This design comes from an exercise in tuning for a short achievable clock period and few clock cycles on the open sky130 flow, not from production work.
Function was checked by simulation only, so behaviour that the tests miss may differ from the original.

==> v26: inputs <==
==> flow/design.v (excerpt) <==
module rv_core #(
  parameter logic [31:0] boot_addr = 32'h0000_1000,
  parameter logic [31:0] trap_addr = 32'h0000_0100,
  parameter int unsigned num_req   = 3,
  parameter int unsigned num_loads = 4
) (
  input  logic        clk_i,
  input  logic        rst_i,
  output logic [31:0] inst_addr_o,
  input  logic [31:0] inst_data_i,
  output logic        inst_valid_o,
  input  logic        inst_ready_i,
  output logic [31:0] data_qaddr_o,
  output logic        data_qwrite_o,
  output logic [31:0] data_qdata_o,
  output logic [3:0]  data_qstrb_o,
  output logic        data_qvalid_o,
  input  logic        data_qready_i,
  input  logic [31:0] data_pdata_i,
  input  logic        data_pvalid_i
);
export LEC_CHECK = 0
export ABC_CLOCK_PERIOD_IN_PS = 3500
export CAP_MARGIN = 40
export CORE_MARGIN = 2
export CORE_UTILIZATION = 56
export SLEW_MARGIN = 40
export SYNTH_HIERARCHICAL = 1
create_clock -name core_clock -period 12.5 [get_ports {clk_i}]
standard.sh (not shown) runs the stock make flow with config.mk's settings and CLKGATE_MAP_FILE= SYNTH_SCRIPT=/design/flow/synth_recipe.tcl, a recipe that flattens the netlist after the stock synthesis.
==> flow/flow/run.sh <==
#!/bin/bash
# Standard layout, with timing repair aimed well below the design's period.
set -euo pipefail
bash standard.sh SETUP_SLACK_MARGIN=9.0 finish > flow_standard.log 2>&1
==> v20: changes against v26 <==
--- a/flow/design.v
+++ b/flow/design.v
@@ -502,16 +502,16 @@
 );
   logic [31:0] regs_q [1:31];
   always_ff @(posedge clk_i) begin
     for (int i = 1; i < 32; i++) begin
       if (clr_i) begin
         regs_q[i] <= '0;
-      end else if (wsel1_i[i]) begin
-        regs_q[i] <= wdata1_i;
       end else if (wsel0_i[i]) begin
         regs_q[i] <= wdata0_i;
+      end else if (wsel1_i[i]) begin
+        regs_q[i] <= wdata1_i;
       end
     end
   end
   logic [32*32-1:0] regs_flat;
   assign regs_flat[31:0] = '0;
   for (genvar g = 1; g < 32; g++) begin : g_flat
@@ -569,24 +569,28 @@
   input  logic [4:0]  kill_tag_i,
   output logic        rsp_dead_o,
   output logic [num_req-1:0]   req_busy_o,
   output logic [num_loads-1:0] ld_busy_o,
   output logic        rsp_valid_o,
   output logic [4:0]  rsp_tag_o,
-  output logic [31:0] rsp_data_o,      
+  output logic        wb_live_o,
+  output logic [4:0]  wb_tag_o,
+  output logic [31:0] wb_data_o,
   output logic [31:0] rsp_fwd_o,       
   output logic [31:0] data_qaddr_o,
   output logic        data_qwrite_o,
   output logic [31:0] data_qdata_o,
   output logic [3:0]  data_qstrb_o,
   output logic        data_qvalid_o,
   input  logic        data_qready_i,
   input  logic [31:0] data_pdata_i,
   input  logic        data_pvalid_i
 );
   logic [2:0]  lid_pop_q;           
+  logic        wb_v_q;              
+  logic [2:0]  wb_lid_q;            
   logic [2:0]  lid_push_q;          
   logic [num_req-1:0] qv_q;
   logic        qw_q [num_req];
   logic [29:0] qa_q [num_req];
   logic [3:0]  qs_q [num_req];
   logic [31:0] qd_q [num_req];
@@ -610,14 +614,14 @@
   end
   logic        qp_e [num_req];
   logic [31:0] qd_e [num_req];
   for (genvar g = 0; g < num_req; g++) begin : g_fill
     logic        fill;
     logic [31:0] fdata;
-    rv_stfmt i_fmt (.x_i (rsp_data), .sz_i (qz_q[g]), .y_o (fdata));
-    assign fill    = data_pvalid_i && qp_q[g] && (qi_q[g] == lid_pop_q);
+    rv_stfmt i_fmt (.x_i (wb_data_o), .sz_i (qz_q[g]), .y_o (fdata));
+    assign fill    = wb_v_q && qp_q[g] && (qi_q[g] == wb_lid_q);
     assign qp_e[g] = qp_q[g] && !fill;
     if (g == 0) begin : g_h
       assign qd_e[g] = fill ? fdata : head_q[31:0];
     end else begin : g_t
       assign qd_e[g] = fill ? fdata : qd_q[g];
     end
@@ -759,13 +763,26 @@
   assign ctl_d   = {nh_sign,
                     nh_size == ls_byte, nh_size == ls_half,
                     nh_size != ls_byte && nh_size != ls_half,
                     nh_off == 2'd3, nh_off == 2'd2, nh_off == 2'd1, nh_off == 2'd0};
   rv_reg #(.W(8)) i_ctl (.clk_i (clk_i), .d_i (ctl_d), .q_o (ctl_q));
   rv_align #(.COPY(0)) i_al_q  (.p_i (data_pdata_i), .ctl_i (ctl_q), .y_o (rsp_data));
-  rv_align #(.COPY(1)) i_al_rf (.p_i (data_pdata_i), .ctl_i (ctl_q), .y_o (rsp_data_o));
+  always_ff @(posedge clk_i or posedge rst_i) begin
+    if (rst_i) begin
+      wb_v_q    <= 1'b0;
+      wb_live_o <= 1'b0;
+    end else begin
+      wb_v_q    <= data_pvalid_i;
+      wb_live_o <= data_pvalid_i && !ld_q[0];
+    end
+  end
+  always_ff @(posedge clk_i) begin
+    wb_lid_q  <= lid_pop_q;
+    wb_tag_o  <= lt_q[0];
+    wb_data_o <= rsp_data;
+  end
   rv_align #(.COPY(2)) i_al_fw (.p_i (data_pdata_i), .ctl_i (ctl_q), .y_o (rsp_fwd_o));
 endmodule
 module rv_align #(
   parameter int unsigned COPY = 0
 ) (
   input  logic [31:0] p_i,
@@ -1516,13 +1533,16 @@
   logic [31:0] er_tgt_q;
   logic [31:0] e_target;
   logic        e_skip;
   logic [4:0]  rsp_tag;
   logic        rsp_dead;
   logic        rsp_live;
-  logic [31:0] rsp_data;
+  logic        wb_live;
+  logic [4:0]  wb_tag;
+  logic [31:0] wb_data;
+  logic [31:0] wb_oh;
   logic [31:0] rsp_fwd;
   logic [31:0] rsp_oh;
   logic [num_req-1:0]   req_busy;
   logic [num_loads-1:0] ld_busy;
   logic [31:0] sb_q;
   logic [1:0]  kill_cnt_q;
@@ -1638,14 +1658,14 @@
     .clk_i     (clk_i),
     .clr_i     (!fetch_on),
     .rsel_a_i  (s0n_rs1_oh),
     .rsel_b_i  (s0n_rs2_oh),
     .wsel0_i   ((ev_q && e_write_q && !e_illegal_q) ? e_rd_oh_q : 32'd0),
     .wdata0_i  (e_result_rf),
-    .wsel1_i   (rsp_live ? rsp_oh : 32'd0),
-    .wdata1_i  (rsp_data),
+    .wsel1_i   (wb_live ? wb_oh : 32'd0),
+    .wdata1_i  (wb_data),
     .rdata_a_o (rd_a),
     .rdata_b_o (rd_b)
   );
   logic [31:0] rd_a, rd_b;
   logic        ew_n1, ew_n2, ew_c1, ew_c2, rw_n1, rw_n2, rw_c1, rw_c2;
   logic [31:0] cap_a, cap_b;
@@ -1657,14 +1677,24 @@
   assign ew_c2 = e_wr && (e_rd_q == dc_rs2);
   assign rw_n1 = rsp_live && (rsp_tag == s0n_rs1) && (s0n_rs1 != 5'd0);
   assign rw_n2 = rsp_live && (rsp_tag == s0n_rs2) && (s0n_rs2 != 5'd0);
   assign rw_c1 = rsp_live && (rsp_tag == dc_rs1) && (dc_rs1 != 5'd0);
   assign rw_c2 = rsp_live && (rsp_tag == dc_rs2) && (dc_rs2 != 5'd0);
   logic [31:0] na_r, nb_r, na, nb, ha_r, hb_r, ha, hb;
-  rv_mux2 #(.W(32)) i_na_r (.s_i (rw_n1), .a_i (rsp_fwd), .b_i (rd_a), .y_o (na_r));
-  rv_mux2 #(.W(32)) i_nb_r (.s_i (rw_n2), .a_i (rsp_fwd), .b_i (rd_b), .y_o (nb_r));
+  logic        wb_n1, wb_n2;
+  logic [31:0] rd_a2, rd_b2;
+  always_comb begin
+    wb_oh    = 32'd1 << wb_tag;
+    wb_oh[0] = 1'b0;
+  end
+  assign wb_n1 = wb_live && (wb_tag == s0n_rs1) && (s0n_rs1 != 5'd0);
+  assign wb_n2 = wb_live && (wb_tag == s0n_rs2) && (s0n_rs2 != 5'd0);
+  assign rd_a2 = wb_n1 ? wb_data : rd_a;
+  assign rd_b2 = wb_n2 ? wb_data : rd_b;
+  rv_mux2 #(.W(32)) i_na_r (.s_i (rw_n1), .a_i (rsp_fwd), .b_i (rd_a2), .y_o (na_r));
+  rv_mux2 #(.W(32)) i_nb_r (.s_i (rw_n2), .a_i (rsp_fwd), .b_i (rd_b2), .y_o (nb_r));
   rv_mux2 #(.W(32)) i_na_e (.s_i (ew_n1), .a_i (e_result_rf), .b_i (na_r), .y_o (na));
   rv_mux2 #(.W(32)) i_nb_e (.s_i (ew_n2), .a_i (e_result_rf), .b_i (nb_r), .y_o (nb));
   rv_mux2 #(.W(32)) i_ha_r (.s_i (rw_c1), .a_i (rsp_fwd), .b_i (rf_a), .y_o (ha_r));
   rv_mux2 #(.W(32)) i_hb_r (.s_i (rw_c2), .a_i (rsp_fwd), .b_i (rf_b), .y_o (hb_r));
   rv_mux2 #(.W(32)) i_ha_e (.s_i (ew_c1), .a_i (e_result_rf), .b_i (ha_r), .y_o (ha));
   rv_mux2 #(.W(32)) i_hb_e (.s_i (ew_c2), .a_i (e_result_rf), .b_i (hb_r), .y_o (hb));
@@ -1826,13 +1856,15 @@
     .kill_tag_i      (dc_rd),
     .rsp_dead_o      (rsp_dead),
     .req_busy_o      (req_busy),
     .ld_busy_o       (ld_busy),
     .rsp_valid_o     (),
     .rsp_tag_o       (rsp_tag),
-    .rsp_data_o      (rsp_data),
+    .wb_live_o       (wb_live),
+    .wb_tag_o        (wb_tag),
+    .wb_data_o       (wb_data),
     .rsp_fwd_o       (rsp_fwd),
     .data_qaddr_o    (data_qaddr_o),
     .data_qwrite_o   (data_qwrite_o),
     .data_qdata_o    (data_qdata_o),
     .data_qstrb_o    (data_qstrb_o),
     .data_qvalid_o   (data_qvalid_o),
CORE_UTILIZATION = 60   (was 56)
==> v30: changes against v26 <==
CAP_MARGIN = 20   (was 40)
CORE_UTILIZATION = 52   (was 56)
SLEW_MARGIN = 20   (was 40)
==> impl_results.md <==
* Antenna fix cells at 50
* Clock period minus worst slack at between 4 and 5 ns
* Endpoint of the lowest-slack register-to-register path: i_s0_b.q_o[8]
* Outcome: complete, no violations
* Number of combinational gates with multiple inputs at between 10k and 15k
* Total clock sinks at 2520
* Critical path cell sequence: buf_4 -> a22oi_2 -> nand4_1 -> nor2_2 -> nand2_1 -> mux2_4 -> mux2_4 -> mux2_4
* Pin count of the biggest net entering global routing at between 150 and 200
* Fillers at 22.6k
* Flip-flop and latch count at 2520
* Worst slack, placed at around 6 ns
* Fraction of area in registers at 25.6%
* Half-perimeter wire length of the detailed placement result at 459 mm
# the run above: v26

==> impl_results.md <==
* Fillers at 26.3k
* Pin count of the biggest net entering global routing at 177
* Flip-flop and latch count at 2520
* Critical path cell sequence: buf_4 -> a22oi_2 -> nand4_1 -> nor2_1 -> nand2_1 -> mux2_4 -> mux2_4 -> mux2_4
* Number of combinational gates with multiple inputs at roughly 13k
* Fraction of area in registers at about a quarter
* Worst slack, placed at 6.20 ns
* Number of cell instances on the worst register-to-register path at 8
* Half-perimeter wire length of the detailed placement result at 458 mm
* Start point of the worst min-delay path: i_fetch.i_s0_sel.q_o[4]
* Total clock sinks at between 2k and 3k
* Max_cap viols at 1
* Layout check failures: max-capacitance violations, max-slew violations
* Outcome: failed layout checks
* Antenna fix cells at 34
* Number of max-slew violations in the final report at 5
* Count of warnings emitted by yosys at 86
* Commonest non-fill, non-tap cells in the layout: sky130_fd_sc_hd__dfxtp_1, sky130_fd_sc_hd__mux2i_1, sky130_fd_sc_hd__nand2_1
* Clock period minus worst slack at ~4.2 ns
# the run above: v30

==> impl_results.md <==
* Critical path cell sequence: buf_12 -> buf_12 -> buf_6 -> mux2i_4 -> nand2_2 -> nor4_4 -> or3_4 -> buf_12 -> nor4b_4 -> buf_6 -> buf_12 -> buf_16 -> a22oi_2 -> nand3_2
* Worst slack, placed at 6.25 ns
* Fillers at 21.5k
* Initial core utilization at 60.4%
* Flip-flop and latch count at 2562
* Met1 global-route usage at 64.4%
* Startpoint type of the worst setup path: input pin
* Total clock sinks at about 2.6k
* Half-perimeter wire length of the detailed placement result at between 400 and 500 mm
* Leading cell type in the layout, fill and taps excluded: sky130_fd_sc_hd__dfxtp_1
* Crit-path most repeated cell: sky130_fd_sc_hd__buf_12
* Pin count of the biggest net entering global routing at 163
* Clock period minus worst slack at between 4 and 5 ns
* Antenna fix cells at 33
* GRT met2 Usage at a little under 70%
* Outcome: complete, no violations
* Antenna violations before repair at 63
* Count of warnings emitted by yosys at 86
* Fraction of area in registers at 28.1%
* Number of combinational gates with multiple inputs at 13.0k
* Largest cell class: multi-input gates
# the run above: v20

Testbench counts of v26, summed over its fixed seeds: cycles 63,391.
Testbench counts of v20, summed over its fixed seeds: cycles 63,503.
Testbench counts of v30, summed over its fixed seeds: cycles 63,391.

## separate check: timing with driven ports
No port has a modelled driver above. Below, the same layouts with a new extraction and two added sets of constraints.
Step 1: set_driving_cell puts a clkbuf_16 on clk_i and a buf_2 on each other input, an assumption about the parent block.
Step 2, shift: input delay + t, output delay - t, t = (earliest + latest rising clock arrival at the registers) / 2. This alone moves slack from input paths to output paths.
Three values: ideal, step 1, step 2; two values: the first two.
| run | t (ns) | setup slack, ns | hold WS [ns] |
|---|---|---|---|
| v26 | 1.067 | 8.363 / 8.363 / 7.449 | 0.396 / 0.396 / 0.396 |
| v20 | 1.052 | 8.476 / 8.411 / 7.481 | 0.395 / 0.395 / 0.395 |
| v30 | 1.078 | 8.327 / 8.327 / 7.407 | 0.402 / 0.402 / 0.402 |
For v20, which loses most, drivers alone change the setup slack by -0.065 ns; drivers and shift together by -0.995 ns.
